Context: an optimization exercise on an open-source flow, tuned for small area, a short achievable clock period and few clock cycles per item. The choices shown serve that exercise and are no tape-out recipe.
No activity file was given, so power comes from the tool's default toggle rates.

Setup of v21:
Design sp_top, start of the top module:
module sp_top (
	input  wire logic       clk,
	input  wire logic       rst_n,
	input  wire logic       in_valid,
	input  wire logic [8:0] in_data,
	input  wire logic [1:0] in_mode,
	output logic            out_valid,
	output logic [8:0]      out_data
);
Size: about 24 I/O pins, ~0.0097 sq mm of cells after synthesis.
clock: 10.0 ns
lec_check: 0
cap_margin: 20
core_margin: 2
core_utilization: 40
slew_margin: 20
standard.sh (not shown) runs the stock make flow with config.mk's settings and CLKGATE_MAP_FILE= SYNTH_SCRIPT=/design/flow/synth_recipe.tcl, a recipe that flattens the netlist after the stock synthesis.
==> flow/flow/run.sh <==
#!/bin/bash
# Layout flow: the standard synthesis, its combinational logic re-mapped by ABC
# (registers untouched), then the standard flow from floorplan to finish.
set -euo pipefail
WORK=$(pwd)
R=$WORK/orfs/results/$FLOW_PLATFORM/sp_top/base
ABC_SCRIPT=${ABC_SCRIPT:-deepsyn.abc}
ABC_D=${ABC_D:-2200}
MARGIN=${MARGIN:-7}
bash standard.sh $R/1_2_yosys.v > $WORK/log_synth.txt 2>&1
cp $R/1_2_yosys.v $WORK/std_netlist.v
LIB=$FLOW_HOME/platforms/$FLOW_PLATFORM/lib/sky130_fd_sc_hd__tt_025C_1v80.lib \
  IN_V=$WORK/std_netlist.v OUT_V=$WORK/resyn_netlist.v ABC_SCRIPT=$WORK/flow/$ABC_SCRIPT ABC_D=$ABC_D \
  yosys -c $WORK/flow/resyn.tcl > $WORK/log_resyn.txt 2>&1
cp $WORK/resyn_netlist.v $R/1_2_yosys.v
touch $R/1_2_yosys.v
bash standard.sh SETUP_SLACK_MARGIN=$MARGIN finish > $WORK/log_finish.txt 2>&1
==> flow/flow/deepsyn.abc <==
strash
&get -n
&deepsyn -T 120
&put
dch -f
map {D}
buffer -p
upsize {D}
dnsize {D}
topo
stime -p
==> flow/flow/delay.abc <==
strash
dch -f
map {D}
buffer -p
upsize {D}
dnsize {D}
topo
stime -p
==> flow/flow/resyn.tcl <==
# Re-maps the combinational logic of the standard synthesis netlist with ABC.
# Registers stay the instances the standard synthesis made (same names and cells).
# env: IN_V, OUT_V, LIB, ABC_SCRIPT, ABC_D
yosys -import
set lib $::env(LIB)
read_liberty -ignore_miss_func $lib
read_verilog -defer $::env(IN_V)
hierarchy -top $::env(FLOW_TOP)
setattr -mod -set keep_hierarchy 1 sky130_fd_sc_hd__df* sky130_fd_sc_hd__edf* sky130_fd_sc_hd__dl* sky130_fd_sc_hd__sdf*
flatten
opt_clean -purge
tee -o $::env(OUT_V).pre.stat stat
abc -liberty $lib -dont_use sky130_fd_sc_hd__probe_p_8 -dont_use sky130_fd_sc_hd__probec_p_8 -dont_use sky130_fd_sc_hd__lpflow_* -script $::env(ABC_SCRIPT) -D $::env(ABC_D)
opt_clean -purge
setundef -zero
splitnets
opt_clean -purge
hilomap -singleton -hicell sky130_fd_sc_hd__conb_1 HI -locell sky130_fd_sc_hd__conb_1 LO
insbuf -buf sky130_fd_sc_hd__buf_4 A X
tee -o $::env(OUT_V).stat stat -liberty $lib
select $::env(FLOW_TOP)
write_verilog -noattr -nohex -nodec -selected $::env(OUT_V)
In summary, v21 completed successfully, with a layout that passed the timing, DRC and antenna checks.
--- input diff v21..v11 ---
Settings: CTS_BUF_LIST: unset -> sky130_fd_sc_hd__clkbuf_8; TNS_END_PERCENT: unset -> 0; CTS_CLUSTER_SIZE: unset -> 30.
--- a/flow/flow/run.sh
+++ b/flow/flow/run.sh
@@ -5,6 +5,6 @@
 WORK=$(pwd)
 R=$WORK/orfs/results/$FLOW_PLATFORM/sp_top/base
-ABC_SCRIPT=${ABC_SCRIPT:-deepsyn.abc}
-ABC_D=${ABC_D:-2200}
+ABC_SCRIPT=${ABC_SCRIPT:-delay.abc}
+ABC_D=${ABC_D:-2500}
 MARGIN=${MARGIN:-7}
 bash standard.sh $R/1_2_yosys.v > $WORK/log_synth.txt 2>&1
==> flow/flow/area.abc (new file) <==
strash
dch -f
map -a
topo
stime -p
removed: flow/flow/deepsyn.abc
- Looking at destination of the critical timing path, the s_sr[51] result is from v21; the bb[6] one comes from v11.
- Comparing the two runs side by side, v11 comes out behind v21 on total power.
- v21 → v11: number of cells produced by synthesis grew by about 11%; length in cells of the worst reg-to-reg path shrank by 1; first-pass GRT wire length grew by 5.9%.
- Of v21 and v11, the higher register-to-register slack belongs to v11.
- Compared to v21, v11 has pin count of the biggest net entering global routing 4 higher.
- From v21 to v11 the numbers moved as follows: share of cell area taken by flip-flops and latches has increased; clock period minus worst slack has decreased; critical path depth has decreased.
What v34 does differently from v11 at the input level:
Settings: TNS_END_PERCENT removed (was 0); CTS_BUF_LIST removed (was sky130_fd_sc_hd__clkbuf_8); CTS_CLUSTER_SIZE removed (was 30).
--- a/flow/flow/run.sh
+++ b/flow/flow/run.sh
@@ -5,5 +5,5 @@
 WORK=$(pwd)
 R=$WORK/orfs/results/$FLOW_PLATFORM/sp_top/base
-ABC_SCRIPT=${ABC_SCRIPT:-delay.abc}
+ABC_SCRIPT=${ABC_SCRIPT:-deepsyn.abc}
 ABC_D=${ABC_D:-2500}
 MARGIN=${MARGIN:-7}
==> flow/flow/deepsyn.abc (new file) <==
strash
&get -n
&deepsyn -T 120
&put
dch -f
map {D}
buffer -p
upsize {D}
dnsize {D}
topo
stime -p
removed: flow/flow/area.abc
Notes after the runs:
The mean post-synth cell area reported for v34 is greater than that of v11 by 0.13 sq um.
In v34, number of design-rule violations left by the first detailed-router iteration is lower than in v11.
v34 vs v11, least setup slack across all paths after layout went down by 200 ps.
v34 vs. v11: number of cells on the worst reg-to-reg path shows an increase of 1, combinational fraction of design power decreased by 4.0 points relative to the old numbers, logic depth of the worst setup path including buffers up 1.
Input changes introduced in v18 (baseline for comparison: v34):
Settings: TNS_END_PERCENT newly set to 0.
--- a/flow/flow/run.sh
+++ b/flow/flow/run.sh
@@ -5,5 +5,5 @@
 WORK=$(pwd)
 R=$WORK/orfs/results/$FLOW_PLATFORM/sp_top/base
-ABC_SCRIPT=${ABC_SCRIPT:-deepsyn.abc}
+ABC_SCRIPT=${ABC_SCRIPT:-delay.abc}
 ABC_D=${ABC_D:-2500}
 MARGIN=${MARGIN:-7}
==> flow/flow/area.abc (new file) <==
strash
dch -f
map -a
topo
stime -p
removed: flow/flow/deepsyn.abc
==> comparison <==
- Result: PASS for each of v18 and v34
- v18 vs. v34: non-clock buffering overhead in the final layout saw a decrease, placeable core area climbed about 8%, HPWL reported at the end of detailed placement went up 4.3%, routed wire length now larger, per-cell routed wire length went down.
- On combinational share of power, the higher figure sits with v18, not v34.
- Against v34, v18 reports a worst path setup slack after routing that is higher.
- Looking at non-clock buffer count, v18 sits 38% lower than v34 does.
No functional check of the RTL was part of any run of this note.

==> re-timing with driven ports <==
Ports are ideal in the flow. The routed layouts listed here were re-timed in OpenROAD. Step 1: set_driving_cell puts a clkbuf_16 on clk and a buf_2 on each other input, an assumption about the parent block. Step 2 times the ports against the registers' clock, not the clock port: input delays grow and output delays shrink by t, the midpoint of the rising clock arrivals with the driver on. Three values: no drivers, after step 1, after step 2; two values: the first two.
run | shift t [ns] | slack for setup (ns) | slew at the worst register clock pin (ns) | worst slew at a driven data input, ns
v21 | 0.475 | 6.680 / 6.680 / 6.654 | 0.08 / 0.08 | 0.05
v11 | 0.506 | 6.882 / 6.882 / 6.521 | 0.11 / 0.11 | 0.04
v34 | 0.475 | 6.680 / 6.680 / 6.654 | 0.08 / 0.08 | 0.05
v18 | 0.482 | 6.886 / 6.884 / 6.500 | 0.08 / 0.08 | 0.04
After both steps setup and hold are still met in every run listed. The setup slack of v18, which loses most, moves by -0.002 ns with the drivers and by -0.386 ns with both steps.
